Background: an optimization exercise with open tools, aiming at small area. Do not read the settings as production practice.
RTL that was checked went through simulation tests only; none was proved equivalent to the original.
Power figures rest on the tool's default switching activity, not on a simulated workload.

job 101:
## x86_exec_top
module x86_exec_top (
  input  logic                    clk,
  input  logic                    arst_n,
  input  logic                    instr_valid,
  input  x86_exec_pkg::exec_req_t req,
  output logic                    res_valid,
  output x86_exec_pkg::exec_res_t res,
  output x86_exec_pkg::eflags_t   eflags,
  output x86_exec_pkg::word_t     eip
);
  logic [6:0]  opc;
  logic [31:0] a, b, c;
  logic [3:0]  ilen;
  logic        ecxz;
  assign opc  = req[107:101];
  assign a    = req[100:69];
  assign b    = req[68:37];
  assign c    = req[36:5];
  assign ilen = req[4:1];
  assign ecxz = req[0];
  logic        started;              
  logic        f_cf, f_pf, f_af, f_zf, f_sf, f_df, f_of;
  logic [31:0] r_eip;                
  logic [31:0] r_op0, r_op1;
  logic o_add, o_adc, o_inc, o_sub, o_sbb, o_dec, o_cmp;
  logic o_and, o_test, o_or, o_xor, o_not;
  logic o_shl, o_shr, o_rol, o_ror;
  logic o_push, o_pop, o_callr, o_calli, o_ret, o_loop, o_loope, o_loopne;
  logic o_mov, o_lea, o_movsx, o_movzx, o_xchg;
  logic o_stc, o_clc, o_std, o_cld, o_lahf, o_sahf;
  logic o_jmp, o_jz, o_jnz, o_jecxz;
  assign o_add    = opc == 7'd1;
  assign o_adc    = opc == 7'd2;
  assign o_inc    = opc == 7'd3;
  assign o_sub    = opc == 7'd4;
  assign o_sbb    = opc == 7'd5;
  assign o_dec    = opc == 7'd6;
  assign o_cmp    = opc == 7'd7;
  assign o_and    = opc == 7'd8;
  assign o_test   = opc == 7'd9;
  ...
Size: roughly 1400 cells after synthesis, about 110 flip-flops, ~300 I/O pins, ~12000 µm² of cells after synthesis.
==> flow/config.mk <==
export PLATFORM = sky130hd
export DESIGN_NAME = x86_exec_top
export DESIGN_NICKNAME = x86_exec_top
export VERILOG_FILES = /design/flow/design.v
export SDC_FILE = /design/flow/constraint.sdc
export NUM_CORES = 4
export LEC_CHECK = 0
export ABC_AREA = 1
export CAP_MARGIN = 20
export CORE_MARGIN = 2
export CORE_UTILIZATION = 55
export SLEW_MARGIN = 20
==> flow/constraint.sdc <==
create_clock -name core_clock -period 12.0 [get_ports {clk}]
set_input_delay 2.4000 -clock core_clock [delete_from_list [all_inputs] [get_ports {clk}]]
set_output_delay 2.4000 -clock core_clock [all_outputs]
set_load 0.01 [all_outputs]
standard.sh (not shown) runs the stock make flow with config.mk's settings and CLKGATE_MAP_FILE= SYNTH_SCRIPT=/design/flow/synth_recipe.tcl, a recipe that flattens the netlist after the stock synthesis.
==> flow/flow/run.sh <==
#!/bin/bash
# Standard layout with two changes: the smallest buffer on every port, and
# an area-oriented ABC script for the combinational logic in synthesis
# (registers, flattening and renaming exactly as the standard synthesis).
set -e
here=$(pwd)
export BUFFER_PORTS_ARGS="-buffer_cell sky130_fd_sc_hd__buf_1"
export MY_ABC_SCRIPT="$here/flow/abc_small.script"
sed 's|log_cmd abc {\*}$abc_args|log_cmd abc {*}[lreplace $abc_args 1 1 $::env(MY_ABC_SCRIPT)]|' \
  "$FLOW_HOME/scripts/synth.tcl" > "$here/synth_small.tcl"
grep -q 'MY_ABC_SCRIPT' "$here/synth_small.tcl"
sed "s|source \$::env(SCRIPTS_DIR)/synth.tcl|source $here/synth_small.tcl|" \
  "$here/synth_recipe.tcl" > "$here/synth_recipe_small.tcl"
grep -q 'synth_small.tcl' "$here/synth_recipe_small.tcl"
bash standard.sh SYNTH_SCRIPT="$here/synth_recipe_small.tcl" finish > standard.log 2>&1
==> flow/flow/abc_small.script <==
strash
balance
rewrite
refactor
balance
rewrite
rewrite -z
balance
refactor -z
rewrite -z
balance
&get -n
&st
&dch
&nf -R 1000
&put
topo
buffer -c
upsize -c
dnsize -c
No stage failed in job 101, and the final checks on the layout all came back clean.
diff inputs: job 101 => job 104
--- a/flow/flow/run.sh
+++ b/flow/flow/run.sh
@@ -7,2 +7,3 @@
 export BUFFER_PORTS_ARGS="-buffer_cell sky130_fd_sc_hd__buf_1"
+export SKIP_REPAIR_TIE_FANOUT=1
 export MY_ABC_SCRIPT="$here/flow/abc_small.script"
==> flow/flow/abc_small.script <==
strash
balance -l
rewrite -l
refactor -l
balance -l
rewrite -l
rewrite -z -l
balance -l
refactor -z -l
rewrite -z -l
balance -l
&get -n
&st
&dch
&nf -R 1000
&put
topo
buffer -c
upsize -c
dnsize -c
- Comparing final net count for job 101 and job 104, the smaller number came from job 104.
- Looking only at leakage power, and setting everything else aside, the lower value of job 101 and job 104 goes to job 104.
- Relative to job 101, the maximum number of pins on one net before global-route repair of job 104 is higher by about 1.8%.
- Fraction of final layout cells sized beyond drive strength 1 ends up higher on job 104.
- NOTE: share of final layout cell area taken by non-clock buffers in job 104 exceeds that of job 101
- [compare] base=job 101 new=job 104: switching part of the total power stayed essentially flat; routed wire length flat; final cell count fell by 19; routed length on met1 moved down; count of plain and timing-repair buffers in the layout went up.
No functional check of the RTL was part of any run of this note.


Another version of the RTL of x86_exec_top (not shown whole).
Size: roughly 1400 cells after synthesis, about 110 flip-flops, about 300 I/O pins, ~11000 sq um of cells after synthesis.
// x86_exec_top
module x86_exec_top (
  input  logic                    clk,
  input  logic                    arst_n,
  input  logic                    instr_valid,
  input  x86_exec_pkg::exec_req_t req,
  output logic                    res_valid,
  output x86_exec_pkg::exec_res_t res,
  output x86_exec_pkg::eflags_t   eflags,
  output x86_exec_pkg::word_t     eip
);
==> flow/config.mk <==
export PLATFORM = sky130hd
export DESIGN_NAME = x86_exec_top
export DESIGN_NICKNAME = x86_exec_top
export VERILOG_FILES = /design/flow/design.v
export SDC_FILE = /design/flow/constraint.sdc
export NUM_CORES = 4
export LEC_CHECK = 0
export ABC_AREA = 1
export CAP_MARGIN = 20
export CORE_MARGIN = 2
export CORE_UTILIZATION = 65
export SLEW_MARGIN = 20
==> flow/constraint.sdc <==
create_clock -name core_clock -period 12.0 [get_ports {clk}]
set_input_delay 2.4000 -clock core_clock [delete_from_list [all_inputs] [get_ports {clk}]]
set_output_delay 2.4000 -clock core_clock [all_outputs]
set_load 0.01 [all_outputs]
==> flow/flow/run.sh <==
#!/bin/bash
# Standard layout with two changes: the smallest buffer on every port, and
# an area-oriented ABC script for the combinational logic in synthesis
# (registers, flattening and renaming exactly as the standard synthesis).
set -e
here=$(pwd)
export BUFFER_PORTS_ARGS="-buffer_cell sky130_fd_sc_hd__buf_1"
export SKIP_REPAIR_TIE_FANOUT=1
export MY_ABC_SCRIPT="$here/flow/abc_small.script"
sed 's|log_cmd abc {\*}$abc_args|log_cmd abc {*}[lreplace $abc_args 1 1 $::env(MY_ABC_SCRIPT)]|' \
  "$FLOW_HOME/scripts/synth.tcl" > "$here/synth_small.tcl"
grep -q 'MY_ABC_SCRIPT' "$here/synth_small.tcl"
sed "s|source \$::env(SCRIPTS_DIR)/synth.tcl|source $here/synth_small.tcl|" \
  "$here/synth_recipe.tcl" > "$here/synth_recipe_small.tcl"
grep -q 'synth_small.tcl' "$here/synth_recipe_small.tcl"
bash standard.sh SYNTH_SCRIPT="$here/synth_recipe_small.tcl" finish > standard.log 2>&1
==> flow/flow/abc_small.script <==
strash
balance -l
rewrite -l
refactor -l
balance -l
rewrite -l
rewrite -z -l
balance -l
refactor -z -l
rewrite -z -l
balance -l
&get -n
&st
&dch
&nf -R 1000
&put
topo
buffer -c
dnsize -c
==> next run, changes <==
==> flow/flow/abc_small.script (replaced) <==
strash
balance
rewrite
refactor
balance
rewrite
rewrite -z
balance
refactor -z
rewrite -z
balance
&get -n
&st
&dch
&nf -R 1000
&put
topo
buffer -c
dnsize -c
- CORE_UTILIZATION: 65 -> 55
What happened:
- The new run produced a clean layout
- setup slack improves by 240 ps
- flip-flop and latch count stays the same
- via count fell by 3.4%
==> next run, changes <==
--- a/flow/flow/abc_small.script
+++ b/flow/flow/abc_small.script
@@ -18,0 +19 @@
+upsize -c
Die area rose slightly.
Worst setup slack improves by 41 ps.
Power rose slightly.
Clock-buffer cell count fell by 1.
Cell area rose slightly.
Via count stays the same.
==> next run, changes <==
--- a/flow/flow/run.sh
+++ b/flow/flow/run.sh
@@ -8,0 +9,2 @@
+# Clock tree: no dummy loads, larger sink clusters
+export CTS_ARGS="-sink_clustering_enable -repair_clock_nets -dont_use_dummy_load -sink_clustering_size 50 -sink_clustering_max_diameter 300"
--- a/flow/flow/abc_small.script
+++ b/flow/flow/abc_small.script
@@ -19 +18,0 @@
-upsize -c
- CORE_UTILIZATION: 55 -> 75
The new run completed without violations.
Worst setup slack loses 370 ps.
Routed wire length fell slightly.
Cell area fell by a few percent.
Global-route usage rose by 14 points.
Synthesized cell count is unchanged.
Via count rose by a little under a tenth.


x86_exec_top again, from the RTL that the note above started with.
export LEC_CHECK = 0
export ABC_AREA = 1
export CAP_MARGIN = 20
export CORE_MARGIN = 2
export CORE_UTILIZATION = 65
export SLEW_MARGIN = 20
create_clock -name core_clock -period 12.0 [get_ports {clk}]
==> flow/flow/run.sh <==
#!/bin/bash
# Standard layout with two changes: the smallest buffer on every port, and
# an area-oriented ABC script for the combinational logic in synthesis
# (registers, flattening and renaming exactly as the standard synthesis).
set -e
here=$(pwd)
export BUFFER_PORTS_ARGS="-buffer_cell sky130_fd_sc_hd__buf_1"
export SKIP_REPAIR_TIE_FANOUT=1
export MY_ABC_SCRIPT="$here/flow/abc_small.script"
sed 's|log_cmd abc {\*}$abc_args|log_cmd abc {*}[lreplace $abc_args 1 1 $::env(MY_ABC_SCRIPT)]|' \
  "$FLOW_HOME/scripts/synth.tcl" > "$here/synth_small.tcl"
grep -q 'MY_ABC_SCRIPT' "$here/synth_small.tcl"
sed "s|source \$::env(SCRIPTS_DIR)/synth.tcl|source $here/synth_small.tcl|" \
  "$here/synth_recipe.tcl" > "$here/synth_recipe_small.tcl"
grep -q 'synth_small.tcl' "$here/synth_recipe_small.tcl"
bash standard.sh SYNTH_SCRIPT="$here/synth_recipe_small.tcl" finish > standard.log 2>&1
==> flow/flow/abc_small.script <==
strash
balance
rewrite
refactor
balance
rewrite
rewrite -z
balance
refactor -z
rewrite -z
balance
&get -n
&st
&dch
&nf -R 1000
&put
topo
buffer -c
dnsize -c
The first run finished clean.
Next try:
--- a/flow/flow/run.sh
+++ b/flow/flow/run.sh
@@ -8,0 +9,2 @@
+# Clock tree: no dummy loads, larger sink clusters
+export CTS_ARGS="-sink_clustering_enable -repair_clock_nets -dont_use_dummy_load -sink_clustering_size 50 -sink_clustering_max_diameter 300"
- The new run went through all stages and came out clean
- setup slack loses 0.16 ns
- total power went down by 2.2%
- cell area fell by 0.49%
- count of clock-buffer cells in the layout does not change
- area after synthesis stays the same
- register-to-register slack improved by 0.04 ns
- global-route usage is higher by 0.22 points
- utilization came out lower by 0.35 points
- hold slack got worse by 0.0031 ns
- non-clock buffer count does not change


x86_exec_top again, from the RTL that the note above started with.
export LEC_CHECK = 0
export ABC_AREA = 1
export CAP_MARGIN = 20
export CORE_MARGIN = 2
export CORE_UTILIZATION = 55
export CTS_CLUSTER_DIAMETER = 120
export CTS_CLUSTER_SIZE = 40
export SLEW_MARGIN = 20
create_clock -name core_clock -period 12.0 [get_ports {clk}]
==> flow/flow/run.sh <==
#!/bin/bash
# Standard layout with two changes: the smallest buffer on every port, and
# an area-oriented ABC script for the combinational logic in synthesis
# (registers, flattening and renaming exactly as the standard synthesis).
set -e
here=$(pwd)
export BUFFER_PORTS_ARGS="-buffer_cell sky130_fd_sc_hd__buf_1"
export SKIP_REPAIR_TIE_FANOUT=1
export MY_ABC_SCRIPT="$here/flow/abc_small.script"
sed 's|log_cmd abc {\*}$abc_args|log_cmd abc {*}[lreplace $abc_args 1 1 $::env(MY_ABC_SCRIPT)]|' \
  "$FLOW_HOME/scripts/synth.tcl" > "$here/synth_small.tcl"
grep -q 'MY_ABC_SCRIPT' "$here/synth_small.tcl"
sed "s|source \$::env(SCRIPTS_DIR)/synth.tcl|source $here/synth_small.tcl|" \
  "$here/synth_recipe.tcl" > "$here/synth_recipe_small.tcl"
grep -q 'synth_small.tcl' "$here/synth_recipe_small.tcl"
bash standard.sh SYNTH_SCRIPT="$here/synth_recipe_small.tcl" finish > standard.log 2>&1
Scripts as last shown in full above: flow/flow/abc_small.script
The first run produced a clean layout.
Rerun with:
Settings changed: CORE_UTILIZATION 55 to 75, CTS_CLUSTER_DIAMETER 120 to not set, CTS_CLUSTER_SIZE 40 to not set.
Effect:
- sequential share of layout area came out higher by 0.27 points
- total power went up by 1.6%
- worst setup slack got worse by 330 ps
- final cell count decreases by 4.7%
- via count rises by 8.8%

[separate check: timing with driven ports]
Ports are ideal in the flow. The routed layouts listed here were re-timed in OpenROAD. Step 1: set_driving_cell puts a clkbuf_16 on clk and a buf_2 on each other input, an assumption about the parent block. Step 2 times the ports against the registers' clock, not the clock port: input delays grow and output delays shrink by t, the midpoint of the rising clock arrivals with the driver on. Slacks: ideal ports / drivers / drivers and shift; pairs: ideal ports / drivers.
run | t (ns) | setup WS [ns] | cell pins on the clock port's net
job 101 | 0.412 | 0.471 / 0.493 / 0.081 | 1
job 104 | 0.418 | 0.509 / 0.537 / 0.119 | 1
the first run of note 2 | 0.408 | 0.533 / 0.550 / 0.141 | 1
the second run of note 2 | 0.401 | 0.770 / 0.759 / 0.357 | 1
the third run of note 2 | 0.417 | 0.811 / 0.784 / 0.366 | 1
the fourth run of note 2 | 0.404 | 0.445 / 0.434 / 0.030 | 1
the first run of note 3 | 0.413 | 0.750 / 0.744 / 0.331 | 1
the second run of note 3 | 0.403 | 0.592 / 0.592 / 0.188 | 1
the first run of note 4 | 0.401 | 0.770 / 0.759 / 0.357 | 1
the second run of note 4 | 0.420 | 0.440 / 0.433 / 0.013 | 1
After both steps setup and hold are still met in every run listed. The setup slack of the third run of note 2, which loses most, moves by -0.027 ns with the drivers and by -0.445 ns with both steps.
